This design comes from an exercise in tuning for small area, a short achievable clock period and few clock cycles per item on the open sky130 flow, not from production work. In this exercise RTL edits were held to simulation tests only and were not proved equivalent to the original. Power and IR drop assume default switching activity.

==> module double_int32_wrap_bitwise_alu_core, before the edit <==
module double_int32_wrap_bitwise_alu_core (
  input  wire logic        clk,
  input  wire logic        rst,
  input  wire logic        in_valid,
  output logic             in_stall,
  input  wire logic [2:0]  command,
  input  wire logic [63:0] operand_a,
  input  wire logic [63:0] operand_b,
  output logic             out_valid,
  input  wire logic        out_stall,
  output logic [63:0]      result_double,
  output logic [31:0]      result_word,
  output logic             result_unsigned
);
  logic           v1, v2, v3, v4;
  dibw_pkg::cmd_t cmd1;
  logic [32:0]    wa1, wb1;
  logic           ja1, jb1;
  logic           oa1, ob1, sa1, sb1;
  dibw_pkg::cmd_t cmd2;
  logic [31:0]    x2, b2;
  logic           fill2;
  logic [31:0]    r3;
  logic           uns3, neg3;
  logic [63:21]   dbl4;
  logic           adv;
  logic [31:0] a, x, y, rev_y, r;
  logic [63:21] dbl;
  assign adv      = !(v4 && out_stall);
  assign in_stall = !adv;
  always_comb begin
    a = dibw_pkg::dbl_shift_lo(wa1, ja1, oa1, sa1);
    for (int i = 0; i < 32; i++) x[i] = (cmd1 == dibw_pkg::CMD_SHL) ? a[31 - i] : a[i];
    y = b2[4] ? {{16{fill2}}, x2[31:16]} : x2;
    y = b2[3] ? {{8{fill2}},  y[31:8]}   : y;
    y = b2[2] ? {{4{fill2}},  y[31:4]}   : y;
    y = b2[1] ? {{2{fill2}},  y[31:2]}   : y;
    y = b2[0] ? {fill2,       y[31:1]}   : y;
    for (int i = 0; i < 32; i++) rev_y[i] = y[31 - i];
    case (cmd2)
      dibw_pkg::CMD_AND: r = x2 & b2;
      dibw_pkg::CMD_OR:  r = x2 | b2;
      dibw_pkg::CMD_XOR: r = x2 ^ b2;
      dibw_pkg::CMD_NOT: r = ~x2;
      dibw_pkg::CMD_SHL: r = rev_y;
      dibw_pkg::CMD_SAR: r = y;
      dibw_pkg::CMD_SHR: r = y;
      default:           r = 32'd0;
    endcase
    dbl = dibw_pkg::word_to_dbl(neg3, r3);
  end
  always_ff @(posedge clk) begin
    if (rst) begin
      v1 <= 1'b0;
      v2 <= 1'b0;
      v3 <= 1'b0;
      v4 <= 1'b0;
    end else if (adv) begin
      v1 <= in_valid;
      v2 <= v1;
      v3 <= v2;
      v4 <= v3;
    end
    if (adv) begin
      cmd1            <= dibw_pkg::cmd_t'(command);
      wa1             <= dibw_pkg::dbl_shift_hi(operand_a);
      ja1             <= operand_a[52];
      oa1             <= (operand_a[62:52] == 11'd1023);
      sa1             <= operand_a[63];
      wb1             <= dibw_pkg::dbl_shift_hi(operand_b);
      jb1             <= operand_b[52];
      ob1             <= (operand_b[62:52] == 11'd1023);
      sb1             <= operand_b[63];
      cmd2            <= cmd1;
      x2              <= x;
      b2              <= dibw_pkg::dbl_shift_lo(wb1, jb1, ob1, sb1);
      fill2           <= (cmd1 == dibw_pkg::CMD_SAR) && a[31];
      r3              <= r;
      uns3            <= (cmd2 == dibw_pkg::CMD_SHR);
      neg3            <= (cmd2 != dibw_pkg::CMD_SHR) && r[31];
      result_word     <= r3;
      result_unsigned <= uns3;
      dbl4            <= dbl;
    end
  end
  assign out_valid = v4;
  assign result_double = {dbl4, 21'd0};
endmodule
export LEC_CHECK = 0
export ABC_AREA = 1
export CAP_MARGIN = 20
export CORE_MARGIN = 2
export CORE_UTILIZATION = 40
export SETUP_SLACK_MARGIN = 2.2
export SLEW_MARGIN = 20
create_clock -name core_clock -period 5.0 [get_ports {clk}]
standard.sh (not shown) runs the stock make flow with config.mk's settings and CLKGATE_MAP_FILE= SYNTH_SCRIPT=/design/flow/synth_recipe.tcl, a recipe that flattens the netlist after the stock synthesis.
==> flow/flow/run.sh <==
#!/bin/bash
# Standard flow, except that the port buffers are buf_2 cells (not the default
# delay-buffer cells) and the resizer may swap cells across footprints.
set -uo pipefail
bash standard.sh MATCH_CELL_FOOTPRINT=0 "BUFFER_PORTS_ARGS=-buffer_cell sky130_fd_sc_hd__buf_2" finish > standard.log 2>&1
Testbench counts at the start, summed over its fixed seeds: cycles 24,032, items 24,000.
Then changed:
--- a/flow/design.v
+++ b/flow/design.v
@@ -7,43 +7,34 @@
     CMD_NOT = 3'd3,
     CMD_SHL = 3'd4,
     CMD_SAR = 3'd5,
     CMD_SHR = 3'd6,
     CMD_NOP = 3'd7
   } cmd_t;
-  function automatic logic [31:0] cneg(input logic [31:0] v, input logic s);
-    logic [31:0] p;
-    p = v;
-    for (int k = 1; k < 32; k = k * 2)
-      for (int i = 2 * k - 1; i < 32; i += 2 * k) p[i] = p[i] | p[i - k];
-    for (int k = 8; k >= 1; k = k / 2)
-      for (int i = 3 * k - 1; i < 32; i += 2 * k) p[i] = p[i] | p[i - k];
-    cneg = v ^ ({p[30:0], 1'b0} & {32{s}});
-  endfunction
-  function automatic logic [32:0] dbl_shift_hi(input logic [63:0] bits);
+  function automatic logic [38:0] dbl_shift_hi(input logic [63:0] bits);
     logic [10:0] expo;
     logic        ok;
-    logic [82:0] s0, s1, s2, s3, s4, s5, s6;
+    logic [82:0] s0, s1, s2, s3, s4;
     expo = bits[62:52];
     ok   = (expo[10:7] == 4'b1000);
     s0   = {30'd0, ok, bits[51:0] & {52{ok}}};
     s1   = expo[6] ? (s0 << 64) : s0;
     s2   = expo[5] ? (s1 << 32) : s1;
     s3   = expo[4] ? (s2 << 16) : s2;
     s4   = expo[3] ? (s3 << 8)  : s3;
-    s5   = expo[2] ? (s4 << 4)  : s4;
-    s6   = expo[1] ? (s5 << 2)  : s5;
-    dbl_shift_hi = s6[82:50];
+    dbl_shift_hi = s4[82:44];
   endfunction
-  function automatic logic [31:0] dbl_shift_lo(input logic [32:0] w, input logic j,
+  function automatic logic [31:0] dbl_shift_lo(input logic [38:0] w, input logic [2:0] j,
                                                input logic one, input logic neg);
-    logic [32:0] t3;
+    logic [38:0] t1, t2, t3;
     logic [31:0] mag;
-    t3  = j ? (w << 1) : w;
-    mag = {t3[32:2], t3[1] | one};
-    dbl_shift_lo = cneg(mag, neg);
+    t1  = j[2] ? (w << 4)  : w;
+    t2  = j[1] ? (t1 << 2) : t1;
+    t3  = j[0] ? (t2 << 1) : t2;
+    mag = {t3[38:8], t3[7] | one};
+    dbl_shift_lo = neg ? (32'd0 - mag) : mag;
   endfunction
   function automatic logic [4:0] lzc32(input logic [31:0] v);
     logic [15:0] z1; logic [15:0] c1;
     logic [7:0]  z2; logic [15:0] c2;
     logic [3:0]  z3; logic [11:0] c3;
     logic [1:0]  z4; logic [7:0]  c4;
@@ -64,19 +55,21 @@
       z4[i]         = z3[2*i+1] & z3[2*i];
       c4[4*i +: 4]  = z3[2*i+1] ? {1'b1, c3[3*(2*i) +: 3]} : {1'b0, c3[3*(2*i+1) +: 3]};
     end
     c5 = z4[1] ? {1'b1, c4[3:0]} : {1'b0, c4[7:4]};
     lzc32 = c5;
   endfunction
-  function automatic logic [63:21] word_to_dbl(input logic neg, input logic [31:0] w);
+  function automatic logic [63:21] word_to_dbl(input logic uns, input logic [31:0] w);
+    logic        neg;
     logic [31:0] m;
     logic [4:0]  lz;
     logic [32:0] s;
     logic [4:0]  p;
     logic [10:0] expo;
-    m    = cneg(w, neg);
+    neg  = !uns && w[31];
+    m    = neg ? (32'd0 - w) : w;
     lz   = lzc32(w ^ {32{neg}});
     s    = {1'b0, m} << lz;
     p    = ~lz;   
     expo = s[32] ? (11'd1024 + {6'd0, p}) : (11'd1023 + {6'd0, p});
     if (w == 32'd0) word_to_dbl = '0;
     else word_to_dbl = {neg, expo, s[30:0]};
@@ -97,20 +90,20 @@
   output logic [63:0]      result_double,
   output logic [31:0]      result_word,
   output logic             result_unsigned
 );
   logic           v1, v2, v3, v4;
   dibw_pkg::cmd_t cmd1;
-  logic [32:0]    wa1, wb1;
-  logic           ja1, jb1;
+  logic [38:0]    wa1, wb1;
+  logic [2:0]     ja1, jb1;
   logic           oa1, ob1, sa1, sb1;
   dibw_pkg::cmd_t cmd2;
   logic [31:0]    x2, b2;
   logic           fill2;
   logic [31:0]    r3;
-  logic           uns3, neg3;
+  logic           uns3;
   logic [63:21]   dbl4;
   logic           adv;
   logic [31:0] a, x, y, rev_y, r;
   logic [63:21] dbl;
   assign adv      = !(v4 && out_stall);
   assign in_stall = !adv;
@@ -130,13 +123,13 @@
       dibw_pkg::CMD_NOT: r = ~x2;
       dibw_pkg::CMD_SHL: r = rev_y;
       dibw_pkg::CMD_SAR: r = y;
       dibw_pkg::CMD_SHR: r = y;
       default:           r = 32'd0;
     endcase
-    dbl = dibw_pkg::word_to_dbl(neg3, r3);
+    dbl = dibw_pkg::word_to_dbl(uns3, r3);
   end
   always_ff @(posedge clk) begin
     if (rst) begin
       v1 <= 1'b0;
       v2 <= 1'b0;
       v3 <= 1'b0;
@@ -147,26 +140,25 @@
       v3 <= v2;
       v4 <= v3;
     end
     if (adv) begin
       cmd1            <= dibw_pkg::cmd_t'(command);
       wa1             <= dibw_pkg::dbl_shift_hi(operand_a);
-      ja1             <= operand_a[52];
+      ja1             <= operand_a[54:52];
       oa1             <= (operand_a[62:52] == 11'd1023);
       sa1             <= operand_a[63];
       wb1             <= dibw_pkg::dbl_shift_hi(operand_b);
-      jb1             <= operand_b[52];
+      jb1             <= operand_b[54:52];
       ob1             <= (operand_b[62:52] == 11'd1023);
       sb1             <= operand_b[63];
       cmd2            <= cmd1;
       x2              <= x;
       b2              <= dibw_pkg::dbl_shift_lo(wb1, jb1, ob1, sb1);
       fill2           <= (cmd1 == dibw_pkg::CMD_SAR) && a[31];
       r3              <= r;
       uns3            <= (cmd2 == dibw_pkg::CMD_SHR);
-      neg3            <= (cmd2 != dibw_pkg::CMD_SHR) && r[31];
       result_word     <= r3;
       result_unsigned <= uns3;
       dbl4            <= dbl;
     end
   end
   assign out_valid = v4;
=> Global-route usage came out lower by 0.16 points. Worst hold slack improves by 32 ps. Sequential power goes up by about 3%. Non-clock buffer count came out higher by 29. Worst setup slack degrades by 4.3 ps. Fmax hardly moves. Utilization rises by 2.3 points. Synthesized area came out higher by 8.0%. Clock power goes down by about 5%. Count of clock-buffer cells in the layout grows by 6.
Testbench counts after the change, summed over its fixed seeds: cycles 24,032, items 24,000.

Setup of before:
double_int32_wrap_bitwise_alu_core again, from the RTL that the note above started with.
Design double_int32_wrap_bitwise_alu_core, start of the top module:
module double_int32_wrap_bitwise_alu_core (
  input  wire logic        clk,
  input  wire logic        rst,
  input  wire logic        in_valid,
  output logic             in_stall,
  input  wire logic [2:0]  command,
  input  wire logic [63:0] operand_a,
  input  wire logic [63:0] operand_b,
  output logic             out_valid,
  input  wire logic        out_stall,
  output logic [63:0]      result_double,
  output logic [31:0]      result_word,
  output logic             result_unsigned
);
==> flow/config.mk <==
export PLATFORM = sky130hd
export DESIGN_NAME = double_int32_wrap_bitwise_alu_core
export DESIGN_NICKNAME = double_int32_wrap_bitwise_alu_core
export VERILOG_FILES = /design/flow/design.v
export SDC_FILE = /design/flow/constraint.sdc
export NUM_CORES = 4
export LEC_CHECK = 0
export ABC_AREA = 1
export CAP_MARGIN = 20
export CORE_MARGIN = 2
export CORE_UTILIZATION = 40
export SETUP_SLACK_MARGIN = 1.8
export SLEW_MARGIN = 20
==> flow/constraint.sdc <==
create_clock -name core_clock -period 5.0 [get_ports {clk}]
set_input_delay 1.0000 -clock core_clock [delete_from_list [all_inputs] [get_ports {clk}]]
set_output_delay 1.0000 -clock core_clock [all_outputs]
set_load 0.01 [all_outputs]
Scripts as last shown in full above: flow/flow/run.sh
Testbench counts of before, summed over its fixed seeds: cycles 24,032, items 24,000.
Changes in after relative to before:
-- flow/design.v --
<<< before, line 20
    cneg = v ^ ({p[30:0], 1'b0} & {32{s}});
  endfunction
  function automatic logic [32:0] dbl_shift_hi(input logic [63:0] bits);
    logic [10:0] expo;
    logic        ok;
    logic [82:0] s0, s1, s2, s3, s4, s5, s6;
    expo = bits[62:52];
    ok   = (expo[10:7] == 4'b1000);
>>> after, line 20
    cneg = v ^ ({p[30:0], 1'b0} & {32{s}});
  endfunction
  function automatic logic [34:0] dbl_shift_hi(input logic [63:0] bits);
    logic [10:0] expo;
    logic        ok;
    logic [82:0] s0, s1, s2, s3, s4, s5;
    expo = bits[62:52];
    ok   = (expo[10:7] == 4'b1000);
<<< before, line 32
    s4   = expo[3] ? (s3 << 8)  : s3;
    s5   = expo[2] ? (s4 << 4)  : s4;
    s6   = expo[1] ? (s5 << 2)  : s5;
    dbl_shift_hi = s6[82:50];
  endfunction
  function automatic logic [31:0] dbl_shift_lo(input logic [32:0] w, input logic j,
                                               input logic one, input logic neg);
    logic [32:0] t3;
    logic [31:0] mag;
    t3  = j ? (w << 1) : w;
    mag = {t3[32:2], t3[1] | one};
    dbl_shift_lo = cneg(mag, neg);
  endfunction
>>> after, line 32
    s4   = expo[3] ? (s3 << 8)  : s3;
    s5   = expo[2] ? (s4 << 4)  : s4;
    dbl_shift_hi = s5[82:48];
  endfunction
  function automatic logic [31:0] dbl_shift_lo(input logic [34:0] w, input logic [1:0] j,
                                               input logic one, input logic neg);
    logic [34:0] t2, t3;
    logic [31:0] mag;
    t2  = j[1] ? (w << 2)  : w;
    t3  = j[0] ? (t2 << 1) : t2;
    mag = {t3[34:4], t3[3] | one};
    dbl_shift_lo = cneg(mag, neg);
  endfunction
<<< before, line 68
    lzc32 = c5;
  endfunction
  function automatic logic [63:21] word_to_dbl(input logic neg, input logic [31:0] w);
    logic [31:0] m;
    logic [4:0]  lz;
>>> after, line 68
    lzc32 = c5;
  endfunction
  function automatic logic [63:21] word_to_dbl(input logic uns, input logic [31:0] w);
    logic        neg;
    logic [31:0] m;
    logic [4:0]  lz;
<<< before, line 74
    logic [4:0]  p;
    logic [10:0] expo;
    m    = cneg(w, neg);
    lz   = lzc32(w ^ {32{neg}});
>>> after, line 75
    logic [4:0]  p;
    logic [10:0] expo;
    neg  = !uns && w[31];
    m    = cneg(w, neg);
    lz   = lzc32(w ^ {32{neg}});
<<< before, line 101
  logic           v1, v2, v3, v4;
  dibw_pkg::cmd_t cmd1;
  logic [32:0]    wa1, wb1;
  logic           ja1, jb1;
  logic           oa1, ob1, sa1, sb1;
  dibw_pkg::cmd_t cmd2;
>>> after, line 103
  logic           v1, v2, v3, v4;
  dibw_pkg::cmd_t cmd1;
  logic [34:0]    wa1, wb1;
  logic [1:0]     ja1, jb1;
  logic           oa1, ob1, sa1, sb1;
  dibw_pkg::cmd_t cmd2;
<<< before, line 108
  logic           fill2;
  logic [31:0]    r3;
  logic           uns3, neg3;
  logic [63:21]   dbl4;
  logic           adv;
>>> after, line 110
  logic           fill2;
  logic [31:0]    r3;
  logic           uns3;
  logic [63:21]   dbl4;
  logic           adv;
<<< before, line 134
      default:           r = 32'd0;
    endcase
    dbl = dibw_pkg::word_to_dbl(neg3, r3);
  end
  always_ff @(posedge clk) begin
>>> after, line 136
      default:           r = 32'd0;
    endcase
    dbl = dibw_pkg::word_to_dbl(uns3, r3);
  end
  always_ff @(posedge clk) begin
<<< before, line 151
      cmd1            <= dibw_pkg::cmd_t'(command);
      wa1             <= dibw_pkg::dbl_shift_hi(operand_a);
      ja1             <= operand_a[52];
      oa1             <= (operand_a[62:52] == 11'd1023);
      sa1             <= operand_a[63];
      wb1             <= dibw_pkg::dbl_shift_hi(operand_b);
      jb1             <= operand_b[52];
      ob1             <= (operand_b[62:52] == 11'd1023);
      sb1             <= operand_b[63];
>>> after, line 153
      cmd1            <= dibw_pkg::cmd_t'(command);
      wa1             <= dibw_pkg::dbl_shift_hi(operand_a);
      ja1             <= operand_a[53:52];
      oa1             <= (operand_a[62:52] == 11'd1023);
      sa1             <= operand_a[63];
      wb1             <= dibw_pkg::dbl_shift_hi(operand_b);
      jb1             <= operand_b[53:52];
      ob1             <= (operand_b[62:52] == 11'd1023);
      sb1             <= operand_b[63];
<<< before, line 164
      r3              <= r;
      uns3            <= (cmd2 == dibw_pkg::CMD_SHR);
      neg3            <= (cmd2 != dibw_pkg::CMD_SHR) && r[31];
      result_word     <= r3;
      result_unsigned <= uns3;
>>> after, line 166
      r3              <= r;
      uns3            <= (cmd2 == dibw_pkg::CMD_SHR);
      result_word     <= r3;
      result_unsigned <= uns3;
==> comparison <==
On adder-cell area share of the yosys netlist, before tracks after almost exactly.
Diff before -> after | combined area of the multi-input logic cells | up by a little under 10%
Diff before -> after | netlist area before placement | increase of 3.0%
The worst setup path startpoint comes out uns3$_DFFE_PN_ in one run and b2[3]$_DFFE_PN_ in the other, namely in after and before respectively.
Critical path data arrival time on after is up relative to before.
Relative to before, power increased by 4.9% in after.
Area share of buffers outside the clock network: after higher than before
Of after and before, it is after that has the higher die area.
Post-detailed-placement half-perimeter wirelength was higher in the run labelled after.
Worst hold slack was higher in after than in before.
On number of flops mapped to enable cells by yosys: after sits above before.
What after reported for final standard cell area without fillers has to be multiplied by 0.947 to get the figure for before.
Testbench counts of after, summed over its fixed seeds: cycles 24,032, items 24,000.

[static timing again, ports no longer ideal]
In the flow no input, the clock included, has a driving cell. The finished layouts below were timed again as built, in two steps.
Step 1 sets driving cells, clkbuf_16 on the clock port and buf_2 on the other inputs (assumed; they add their load-dependent delay and slew).
Step 2 times the ports against the registers' clock, not the clock port: input delays grow and output delays shrink by t, the midpoint of the rising clock arrivals with the driver on.
Slacks: ideal ports / drivers / drivers and shift; pairs: ideal ports / drivers.
run | t (ns) | setup WS [ns] | hold slack, ns | clock arrival spread, ns | pins driven straight from the clock port
the first run of note 1 | 0.605 | 1.948 / 1.948 / 1.710 | 0.418 / 0.418 / 0.418 | 0.022 / 0.022 | 1
the second run of note 1 | 0.633 | 1.943 / 1.943 / 1.815 | 0.451 / 0.451 / 0.451 | 0.015 / 0.015 | 1
before | 0.623 | 1.889 / 1.889 / 1.386 | 0.436 / 0.436 / 0.436 | 0.014 / 0.014 | 1
after | 0.627 | 1.896 / 1.896 / 1.673 | 0.455 / 0.455 / 0.455 | 0.023 / 0.023 | 1
After both steps every run listed still meets setup and hold. The setup slack of before, which loses most, moves by 0.000 ns with the drivers and by -0.503 ns with both steps.
